Background: an optimization exercise with open tools, aiming at small area. Do not read the settings as production practice.
Function was checked by simulation only, so behaviour that the tests miss may differ from the original.
Power is estimated from default activity; no workload was simulated.

==> run P <==
==> flow/design.v (excerpt) <==
module fpga_rt_wrapper (
    input  logic                   core_clk,
    input  logic                   hwif_out,
    input  logic                   awvalid,
    output logic                   awready,
    input  fpga_rt_pkg::addr_t     awaddr,
    input  logic                   wvalid,
    output logic                   wready,
    input  fpga_rt_pkg::data_t     wdata,
    input  fpga_rt_pkg::strb_t     wstrb,
    output logic                   bvalid,
    input  logic                   bready,
    output fpga_rt_pkg::resp_t     bresp,
    input  logic                   arvalid,
    output logic                   arready,
    input  fpga_rt_pkg::addr_t     araddr,
    output logic                   rvalid,
    input  logic                   rready,
    output fpga_rt_pkg::data_t     rdata,
    output fpga_rt_pkg::resp_t     rresp,
    output logic                   core_pwrgood,
    output logic                   core_rst_b,
    output fpga_rt_pkg::data_t     generic_input,
    input  logic [7:0]             core_status,
    input  fpga_rt_pkg::data_t     generic_output,
    input  logic                   log_char_valid,
    input  fpga_rt_pkg::log_char_t log_char,
    input  logic                   etrng_req,
    output fpga_rt_pkg::nibble_t   itrng_data,
    output logic                   itrng_valid
);
==> module itrng_feeder, before the edit <==
module itrng_feeder (
    input  logic                 core_clk,
    input  logic                 hwif_out,
    input  logic                 itrng_wr,           
    input  logic                 itrng_push,         
    input  fpga_rt_pkg::data_t   itrng_word,         
    input  logic                 itrng_fifo_reset,
    input  fpga_rt_pkg::data_t   itrng_divisor,
    input  logic                 etrng_req,
    output logic                 itrng_empty,
    output logic                 itrng_full,
    output fpga_rt_pkg::nibble_t itrng_data,
    output logic                 itrng_valid
);
    localparam int PW = fpga_rt_pkg::ITRNG_PTR_W;
    localparam int NW = fpga_rt_pkg::NIBBLE_IDX_W;
    fpga_rt_pkg::data_t  mem [fpga_rt_pkg::ITRNG_FIFO_DEPTH];
    logic [PW:0]         wr_ptr;
    logic [PW+NW:0]      rd_ptr;           
    fpga_rt_pkg::data_t  head_word;
    fpga_rt_pkg::data_t  throttle_cnt;
    logic                req_strobe;
    logic                same_slot;
    logic                push_ok;
    logic                take;
    logic                word_done;
    assign same_slot   = (wr_ptr[PW-1:0] == rd_ptr[PW+NW-1:NW]);
    assign itrng_empty = same_slot & (wr_ptr[PW] == rd_ptr[PW+NW]);
    assign itrng_full  = same_slot & (wr_ptr[PW] != rd_ptr[PW+NW]);
    assign head_word   = mem[rd_ptr[PW+NW-1:NW]];
    assign push_ok     = itrng_push & ~itrng_full & ~itrng_fifo_reset;
    assign take        = req_strobe & ~itrng_empty & ~itrng_fifo_reset;
    assign word_done   = take & (&rd_ptr[NW-1:0]);    
    always_ff @(posedge core_clk or negedge hwif_out) begin
        if (!hwif_out) begin
            throttle_cnt <= '0;
            req_strobe   <= 1'b0;
        end else if (throttle_cnt == '0) begin
            throttle_cnt <= itrng_divisor;
            req_strobe   <= etrng_req;
        end else begin
            throttle_cnt <= throttle_cnt - 1'b1;
            req_strobe   <= 1'b0;
        end
    end
    always_ff @(posedge core_clk or negedge hwif_out) begin
        if (!hwif_out) begin
            wr_ptr      <= '0;
            rd_ptr      <= '0;
            itrng_valid <= 1'b0;
        end else if (itrng_fifo_reset) begin
            wr_ptr      <= '0;    
            rd_ptr      <= '0;
            itrng_valid <= 1'b0;
        end else begin
            itrng_valid <= take;
            if (take)    rd_ptr <= rd_ptr + 1'b1;
            if (push_ok) wr_ptr <= wr_ptr + 1'b1;
        end
    end
    always_ff @(posedge core_clk) begin
        if (itrng_wr & (~itrng_full | word_done)) begin
            mem[wr_ptr[PW-1:0]] <= itrng_word;
        end
    end
    always_ff @(posedge core_clk) begin
        itrng_data <= head_word[{rd_ptr[NW-1:0], 2'b00} +: 4];
    end
endmodule
Settings: LEC_CHECK=0, CAP_MARGIN=20, CORE_MARGIN=2, CORE_UTILIZATION=40, SLEW_MARGIN=20; clock period 6.0 ns.
run.sh (not shown) runs the stock make flow with config.mk's settings and CLKGATE_MAP_FILE= SYNTH_SCRIPT=/design/flow/synth_recipe.tcl, a recipe that flattens the netlist after the stock synthesis.
==> inputs of run B, as changes to run P <==
--- a/flow/design.v
+++ b/flow/design.v
@@ -206,7 +206,6 @@
     fpga_rt_pkg::data_t  mem [fpga_rt_pkg::ITRNG_FIFO_DEPTH];
     logic [PW:0]         wr_ptr;
     logic [PW+NW:0]      rd_ptr;           
-    fpga_rt_pkg::data_t  head_word;
     fpga_rt_pkg::data_t  throttle_cnt;
     logic                req_strobe;
     logic                same_slot;
@@ -216,7 +215,8 @@
     assign same_slot   = (wr_ptr[PW-1:0] == rd_ptr[PW+NW-1:NW]);
     assign itrng_empty = same_slot & (wr_ptr[PW] == rd_ptr[PW+NW]);
     assign itrng_full  = same_slot & (wr_ptr[PW] != rd_ptr[PW+NW]);
-    assign head_word   = mem[rd_ptr[PW+NW-1:NW]];
+    logic [fpga_rt_pkg::ITRNG_FIFO_DEPTH*32-1:0] mem_flat;
+    always_comb for (int i = 0; i < fpga_rt_pkg::ITRNG_FIFO_DEPTH; i++) mem_flat[32*i +: 32] = mem[i];
     assign push_ok     = itrng_push & ~itrng_full & ~itrng_fifo_reset;
     assign take        = req_strobe & ~itrng_empty & ~itrng_fifo_reset;
     assign word_done   = take & (&rd_ptr[NW-1:0]);    
@@ -253,7 +253,7 @@
         end
     end
     always_ff @(posedge core_clk) begin
-        itrng_data <= head_word[{rd_ptr[NW-1:0], 2'b00} +: 4];
+        itrng_data <= mem_flat[{rd_ptr[PW+NW-1:0], 2'b00} +: 4];
     end
 endmodule
 module fpga_rt_wrapper (
==> flow/flow/run.sh (new file) <==
#!/bin/bash
# Standard synthesis with an area-oriented ABC script in place of ORFS's
# speed script (registers are untouched), then the standard layout with
# small port buffers and a clock tree of fewer, larger sink clusters and
# no dummy loads. Each tool's output goes to a log file of its own here.
set -euo pipefail
rm -rf scripts_abc
cp -r "$FLOW_HOME/scripts" scripts_abc
cp flow/abc_area.script scripts_abc/abc_speed.script
bash standard.sh synth SCRIPTS_DIR="$PWD/scripts_abc" > synth.log 2>&1
export BUFFER_PORTS_ARGS="-buffer_cell sky130_fd_sc_hd__buf_1"
export CTS_ARGS="-sink_clustering_enable -repair_clock_nets -dont_use_dummy_load -buf_list sky130_fd_sc_hd__clkbuf_8 -sink_clustering_size 16 -sink_clustering_max_diameter 60"
bash standard.sh finish > layout.log 2>&1
==> flow/flow/abc_area.script (new file) <==
strash
balance
rewrite
refactor
balance
rewrite
rewrite -z
balance
refactor -z
rewrite -z
balance
balance
rewrite
refactor
balance
rewrite
rewrite -z
balance
refactor -z
rewrite -z
balance
dch
amap -F 10 -A 30
topo
==> flow/standard.sh (new file) <==
#!/bin/bash
# synth_recipe.tcl (not shown) runs the flow's synth.tcl, then flattens the netlist and writes it again
# the make line also repeats each setting of config.mk as NAME=value (left out here)
make -C /OpenROAD-flow-scripts/flow DESIGN_CONFIG=/design/flow/config.mk WORK_HOME=/design/flow/orfs CLKGATE_MAP_FILE= SYNTH_SCRIPT=/design/flow/synth_recipe.tcl "${@:-finish}"
removed: flow/run.sh
==> flow_metrics.env <==
export IMPL_total_power_uw=10200
export IMPL_p_clk_uw=3650
export IMPL_relSlewSlack_pct=27.29
export IMPL_status="complete, no violations"
export IMPL_yosysSeqAreaShare_pct=67.75
export IMPL_fill_cells=5204
export IMPL_use_met3_pct=4.074
export IMPL_clock_root_buffer="clkbuf_16"
export IMPL_rr_worst_depth=6
export IMPL_p_clk_share_pct=35.8
export IMPL_clkCellAreaFrac_pct=6.584
export IMPL_whs_ps=490.1
the above is filed under run P

==> flow_metrics.env <==
export IMPL_status="complete, no violations"
export IMPL_p_clk_share_pct=28.6
export IMPL_clock_root_buffer="clkbuf_8"
export IMPL_fill_cells=5258
export IMPL_whs_ps=476.4
export IMPL_relSlewSlack_pct=28.50
export IMPL_clkCellAreaFrac_pct=2.442
export IMPL_p_clk_uw=1910
export IMPL_use_met3_pct=4.800
the above is filed under run B


==> branch nickel: inputs <==
fpga_rt_wrapper, a different RTL version from the one above (not shown whole).
Settings: LEC_CHECK=0, CAP_MARGIN=0, CORE_MARGIN=2, CORE_UTILIZATION=40, SLEW_MARGIN=0; clock period 6.0 ns.
standard.sh (not shown) runs the stock make flow with config.mk's settings and CLKGATE_MAP_FILE= SYNTH_SCRIPT=/design/flow/synth_recipe.tcl, a recipe that flattens the netlist after the stock synthesis.
==> flow/flow/run.sh <==
#!/bin/bash
# Standard synthesis with an area-oriented ABC script in place of ORFS's
# speed script (registers are untouched), then the standard layout with
# small port buffers and a clock tree of fewer, larger sink clusters and
# no dummy loads. Each tool's output goes to a log file of its own here.
set -euo pipefail
rm -rf scripts_abc
cp -r "$FLOW_HOME/scripts" scripts_abc
cp flow/abc_area.script scripts_abc/abc_speed.script
bash standard.sh synth SCRIPTS_DIR="$PWD/scripts_abc" > synth.log 2>&1
export BUFFER_PORTS_ARGS="-buffer_cell sky130_fd_sc_hd__buf_1"
export CTS_ARGS="-sink_clustering_enable -repair_clock_nets -dont_use_dummy_load -buf_list sky130_fd_sc_hd__clkbuf_8 -sink_clustering_size 17 -sink_clustering_max_diameter 80"
bash standard.sh finish > layout.log 2>&1
==> flow/flow/abc_area.script <==
strash
balance
rewrite
refactor
balance
rewrite
rewrite -z
balance
refactor -z
rewrite -z
balance
balance
rewrite
refactor
balance
rewrite
rewrite -z
balance
refactor -z
rewrite -z
balance
dch
amap -F 10 -A 30
topo
==> inputs of branch cedar, as changes to branch nickel <==
--- a/flow/design.v
+++ b/flow/design.v
@@ -53,18 +53,18 @@
     input  fpga_rt_pkg::data_t       generic_output,
     output logic                     log_pop,
     input  fpga_rt_pkg::log_char_t   log_head,
     input  logic                     log_empty,
     input  logic                     log_full,
+    output logic                     ready_en,       
     output logic                     itrng_wr,
     output logic                     itrng_push,
     output logic                     itrng_fifo_reset,
     output fpga_rt_pkg::data_t       itrng_divisor,
     input  logic                     itrng_empty,
     input  logic                     itrng_full
 );
-    logic               ready_en;    
     logic               wr_accept;
     logic               rd_accept;
     logic               wr_low;      
     logic               rd_low;
     logic [9:0]         wr_sel;      
@@ -171,45 +171,51 @@
     input  logic                   log_pop,
     output fpga_rt_pkg::log_char_t log_head,
     output logic                   log_empty,
     output logic                   log_full
 );
-    fpga_rt_pkg::log_char_t            mem [fpga_rt_pkg::LOG_FIFO_DEPTH];
-    logic [fpga_rt_pkg::LOG_PTR_W:0]   wr_ptr;    
-    logic [fpga_rt_pkg::LOG_PTR_W:0]   rd_ptr;
-    logic                              push_ok;
-    logic                              pop_ok;
-    logic                              same_slot;
-    assign same_slot = (wr_ptr[fpga_rt_pkg::LOG_PTR_W-1:0] == rd_ptr[fpga_rt_pkg::LOG_PTR_W-1:0]);
-    assign log_empty = same_slot & (wr_ptr[fpga_rt_pkg::LOG_PTR_W] == rd_ptr[fpga_rt_pkg::LOG_PTR_W]);
-    assign log_full  = same_slot & (wr_ptr[fpga_rt_pkg::LOG_PTR_W] != rd_ptr[fpga_rt_pkg::LOG_PTR_W]);
+    localparam int N = fpga_rt_pkg::LOG_FIFO_DEPTH;
+    localparam int W = fpga_rt_pkg::LOG_PTR_W;
+    fpga_rt_pkg::log_char_t mem [N];
+    logic [W:0]             wr_ptr;    
+    logic [W:0]             rd_ptr;
+    logic                   push_ok;
+    logic                   pop_ok;
+    logic                   same_slot;
+    logic [N-1:0]           row_we;
+    assign same_slot = (wr_ptr[W-1:0] == rd_ptr[W-1:0]);
+    assign log_empty = same_slot & (wr_ptr[W] == rd_ptr[W]);
+    assign log_full  = same_slot & (wr_ptr[W] != rd_ptr[W]);
     assign push_ok   = log_char_valid & ~log_full;
     assign pop_ok    = log_pop & ~log_empty;
     always_comb begin
+        for (int i = 0; i < N; i++)
+            row_we[i] = push_ok & (wr_ptr[W-1:0] == W'((i + N - 1) % N));
+    end
+    always_comb begin
         log_head = '0;
-        for (int i = 0; i < fpga_rt_pkg::LOG_FIFO_DEPTH; i++)
-            if (rd_ptr[fpga_rt_pkg::LOG_PTR_W-1:0] == fpga_rt_pkg::LOG_PTR_W'(i))
-                log_head = log_head | mem[i];
+        for (int i = 0; i < N; i++)
+            if (rd_ptr[W-1:0] == W'(i)) log_head = log_head | mem[i];
     end
     always_ff @(posedge core_clk or negedge hwif_out) begin
         if (!hwif_out) begin
             wr_ptr <= '0;
             rd_ptr <= '0;
         end else begin
-            if (push_ok) wr_ptr <= wr_ptr + 1'b1;
-            if (pop_ok)  rd_ptr <= rd_ptr + 1'b1;
+            wr_ptr <= wr_ptr + {push_ok, ~push_ok};
+            rd_ptr <= rd_ptr + {pop_ok, ~pop_ok};
         end
     end
     always_ff @(posedge core_clk) begin
-        if (push_ok) begin
-            mem[wr_ptr[fpga_rt_pkg::LOG_PTR_W-1:0]] <= log_char;
-        end
+        for (int i = 0; i < N; i++)
+            mem[i] <= row_we[i] ? log_char : mem[(i + N - 1) % N];
     end
 endmodule
 module itrng_feeder (
     input  logic                 core_clk,
     input  logic                 hwif_out,
+    input  logic                 ready_en,           
     input  logic                 itrng_wr,           
     input  logic                 itrng_push,         
     input  fpga_rt_pkg::data_t   itrng_word,         
     input  logic                 itrng_fifo_reset,
     input  fpga_rt_pkg::data_t   itrng_divisor,
@@ -219,27 +225,27 @@
     output fpga_rt_pkg::nibble_t itrng_data,
     output logic                 itrng_valid
 );
     localparam int PW = fpga_rt_pkg::ITRNG_PTR_W;
     localparam int NW = fpga_rt_pkg::NIBBLE_IDX_W;
-    fpga_rt_pkg::data_t  mem [fpga_rt_pkg::ITRNG_FIFO_DEPTH];
-    logic [PW:0]         wr_ptr;
-    logic [PW+NW:0]      rd_ptr;           
+    localparam int N  = fpga_rt_pkg::ITRNG_FIFO_DEPTH;
+    fpga_rt_pkg::data_t  mem [N];
+    logic [PW:0]         wr_ptr;           
+    logic [PW:0]         rd_ptr;           
+    logic [NW-1:0]       rd_nib;           
     fpga_rt_pkg::data_t  throttle_cnt;
     logic                req_strobe;
     logic                same_slot;
     logic                push_ok;
     logic                take;
     logic                word_done;
-    assign same_slot   = (wr_ptr[PW-1:0] == rd_ptr[PW+NW-1:NW]);
-    assign itrng_empty = same_slot & (wr_ptr[PW] == rd_ptr[PW+NW]);
-    assign itrng_full  = same_slot & (wr_ptr[PW] != rd_ptr[PW+NW]);
-    logic [fpga_rt_pkg::ITRNG_FIFO_DEPTH*32-1:0] mem_flat;
-    always_comb for (int i = 0; i < fpga_rt_pkg::ITRNG_FIFO_DEPTH; i++) mem_flat[32*i +: 32] = mem[i];
+    assign same_slot   = (wr_ptr[PW-1:0] == rd_ptr[PW-1:0]);
+    assign itrng_empty = same_slot & (wr_ptr[PW] == rd_ptr[PW]);
+    assign itrng_full  = same_slot & (wr_ptr[PW] != rd_ptr[PW]);
     assign push_ok     = itrng_push & ~itrng_full & ~itrng_fifo_reset;
     assign take        = req_strobe & ~itrng_empty & ~itrng_fifo_reset;
-    assign word_done   = take & (&rd_ptr[NW-1:0]);    
+    assign word_done   = take & (&rd_nib);    
     logic [31:0] borrow;
     logic [8:0]  grp_borrow;
     always_comb begin
         grp_borrow[0] = 1'b1;
         for (int g = 0; g < 8; g++)
@@ -247,47 +253,53 @@
         for (int i = 0; i < 32; i++) begin
             borrow[i] = grp_borrow[i/4];
             for (int j = 4*(i/4); j < i; j++) borrow[i] = borrow[i] & ~throttle_cnt[j];
         end
     end
+    logic thr_zero;
+    assign thr_zero = grp_borrow[8] | ~ready_en;
+    always_ff @(posedge core_clk) begin
+        throttle_cnt <= (throttle_cnt ^ borrow) & (itrng_divisor | {32{~thr_zero}});
+    end
     always_ff @(posedge core_clk or negedge hwif_out) begin
-        if (!hwif_out) begin
-            throttle_cnt <= '0;
-            req_strobe   <= 1'b0;
-        end else if (throttle_cnt == '0) begin
-            throttle_cnt <= itrng_divisor;
-            req_strobe   <= etrng_req;
+        if (!hwif_out) req_strobe <= 1'b0;
+        else           req_strobe <= thr_zero & etrng_req;
+    end
+    always_ff @(posedge core_clk) begin
+        if (itrng_fifo_reset | ~ready_en) begin
+            wr_ptr <= '0;    
+            rd_ptr <= '0;
+            rd_nib <= '0;
         end else begin
-            throttle_cnt <= throttle_cnt ^ borrow;
-            req_strobe   <= 1'b0;
+            wr_ptr <= wr_ptr + {push_ok, ~push_ok};
+            rd_ptr <= rd_ptr + {word_done, ~word_done};
+            if (take) rd_nib <= rd_nib + 1'b1;
         end
     end
     always_ff @(posedge core_clk or negedge hwif_out) begin
-        if (!hwif_out) begin
-            wr_ptr      <= '0;
-            rd_ptr      <= '0;
-            itrng_valid <= 1'b0;
-        end else if (itrng_fifo_reset) begin
-            wr_ptr      <= '0;    
-            rd_ptr      <= '0;
-            itrng_valid <= 1'b0;
-        end else begin
-            itrng_valid <= take;
-            if (take)    rd_ptr <= rd_ptr + 1'b1;
-            if (push_ok) wr_ptr <= wr_ptr + 1'b1;
-        end
+        if (!hwif_out) itrng_valid <= 1'b0;
+        else           itrng_valid <= take;
+    end
+    logic [N-1:0] row_we;
+    always_comb begin
+        for (int i = 0; i < N; i++)
+            row_we[i] = itrng_wr & (~itrng_full | word_done) &
+                        (wr_ptr[PW-1:0] == PW'((i + N - 1) % N));
     end
     always_ff @(posedge core_clk) begin
-        if (itrng_wr & (~itrng_full | word_done)) begin
-            mem[wr_ptr[PW-1:0]] <= itrng_word;
-        end
+        for (int i = 0; i < N; i++)
+            mem[i] <= row_we[i] ? itrng_word : mem[(i + N - 1) % N];
     end
-    logic [3:0] head_nib;
+    logic [31:0] head_word;
+    logic [3:0]  head_nib;
     always_comb begin
+        head_word = '0;
+        for (int w = 0; w < N; w++)
+            if (rd_ptr[PW-1:0] == PW'(w)) head_word = head_word | mem[w];
         head_nib = '0;
-        for (int i = 0; i < 64; i++)
-            if (rd_ptr[5:0] == 6'(i)) head_nib = head_nib | mem_flat[4*i +: 4];
+        for (int n = 0; n < fpga_rt_pkg::NIBBLES_PER_WORD; n++)
+            if (rd_nib == NW'(n)) head_nib = head_nib | head_word[4*n +: 4];
     end
     always_ff @(posedge core_clk) begin
         itrng_data <= head_nib;
     end
 endmodule
@@ -324,10 +336,11 @@
 );
     logic                   log_pop;
     fpga_rt_pkg::log_char_t log_head;
     logic                   log_empty;
     logic                   log_full;
+    logic                   ready_en;
     logic                   itrng_wr;
     logic                   itrng_push;
     logic                   itrng_fifo_reset;
     fpga_rt_pkg::data_t     itrng_divisor;
     logic                   itrng_empty;
@@ -337,20 +350,20 @@
         .awvalid, .awready, .awaddr, .wvalid, .wready, .wdata, .wstrb,
         .bvalid, .bready, .bresp,
         .arvalid, .arready, .araddr, .rvalid, .rready, .rdata, .rresp,
         .core_pwrgood, .core_rst_b, .generic_input, .core_status, .generic_output,
         .log_pop, .log_head, .log_empty, .log_full,
-        .itrng_wr, .itrng_push, .itrng_fifo_reset, .itrng_divisor,
+        .ready_en, .itrng_wr, .itrng_push, .itrng_fifo_reset, .itrng_divisor,
         .itrng_empty, .itrng_full
     );
     log_fifo log_fifo_i (
         .core_clk, .hwif_out,
         .log_char_valid, .log_char,
         .log_pop, .log_head, .log_empty, .log_full
     );
     itrng_feeder itrng_feeder_i (
         .core_clk, .hwif_out,
-        .itrng_wr, .itrng_push, .itrng_word(wdata), .itrng_fifo_reset, .itrng_divisor,
+        .ready_en, .itrng_wr, .itrng_push, .itrng_word(wdata), .itrng_fifo_reset, .itrng_divisor,
         .etrng_req, .itrng_empty, .itrng_full,
         .itrng_data, .itrng_valid
     );
 endmodule
--- a/flow/flow/abc_area.script
+++ b/flow/flow/abc_area.script
@@ -17,8 +17,8 @@
 rewrite -z
 balance
 refactor -z
 rewrite -z
 balance
-dch
+dch -f
 amap -F 10 -A 30
 topo
- CAP_MARGIN: 0 -> 20
- CORE_UTILIZATION: 40 -> 65
- PLACE_DENSITY: unset -> 0.85
- SLEW_MARGIN: 0 -> 20
==> run summary <==
Synthesized cell count: branch cedar is higher than branch nickel (26%).
In branch cedar the hold slack is worse than in branch nickel, by 0.027 ns.
Of branch nickel and branch cedar, branch cedar has the higher first-iteration DRC count (gap about 28%, measured against branch cedar).
Final area: branch nickel is larger than branch cedar (3.9%).
Between branch nickel and branch cedar, the lower non-clock buffer count is in branch nickel (gap 20).
Of branch cedar and branch nickel, branch nickel has the higher clock power (gap about 4%, measured against branch nickel).
In branch cedar the critical path depth is higher than in branch nickel, by 2.
Setup slack: branch cedar is worse than branch nickel (0.46 ns).
Between branch cedar and branch nickel, the lower register-to-register slack is in branch cedar (gap 0.32 ns).
Against branch cedar, the total power of branch nickel is smaller by 13%.
==> figures <==
	branch cedar	branch nickel
Status	finished clean	finished clean
Count of flip-flops with a built-in enable after synthesis	34	418
Sequential power	4.85 mW	4.46 mW
Final Instance Area	0.02437 mm^2	0.02533 mm^2
Sequential power share	62.9%	66.8%
Power drawn by the combinational cells	1.09 mW	0.382 mW
Static Leakage	9.021 nW	8.303 nW
Met3 layer usage reported by global route	7.655%	3.445%
Library cell with the highest instance count after synthesis	sky130_fd_sc_hd__dfxtp_1	sky130_fd_sc_hd__edfxtp_1
Capture point of the worst path	itrng_feeder_i.mem[2][26]$_DFF_P_	regs_i.itrng_divisor[0]$_DFFE_PN0P_
Hold Path End	itrng_feeder_i.mem[5][8]$_DFF_P_	regs_i.cycle_count[0]$_DFF_P_
Layout cells sized above 1	4.766%	4.428%
Inserted Diodes	2	1
Post-Synthesis Cells	2015	1601
Share of synthesized cell area in and, or, nand and nor gates	8.521%	8.867%
CTS Buf Count	40	42
DRC marker count from the first detailed-route iteration	2913	2104
Max stage delay cell, worst path	sky130_fd_sc_hd__clkinv_1	sky130_fd_sc_hd__nor2_1
Clock share of power	23.0%	27.5%
Vias per std cell	6.979	5.834
Multi-input gates	1256	890

-- what the ideal ports hide --
How much do the figures lean on ideal ports? The routed layouts below were timed once more, with nothing changed but the port constraints. Step 1 sets driving cells, clkbuf_16 on the clock port and buf_2 on the other inputs (assumed; they add their load-dependent delay and slew). Step 2 also shifts input and output timing later by t, the mid clock arrival at the registers, as if the neighbouring blocks saw the same clock. Slacks: ideal ports / drivers / drivers and shift; pairs: ideal ports / drivers.
run	t, ns	setup WS [ns]	worst setup path after step 2	clock arrival spread, ns	worst data-port slew with drivers (ns)
run P	0.679	2.213 / 2.241 / 1.567	input to register	0.024 / 0.024	0.10
run B	0.692	1.880 / 1.880 / 1.257	input to register	0.118 / 0.118	0.09
branch nickel	0.664	2.149 / 2.185 / 1.521	input to register	0.090 / 0.090	0.08
branch cedar	0.657	1.686 / 1.714 / 1.057	input to register	0.063 / 0.063	0.12
After both steps every run listed still meets setup and hold. For run P, which loses most, drivers alone change the setup slack by +0.028 ns; drivers and shift together by -0.646 ns.
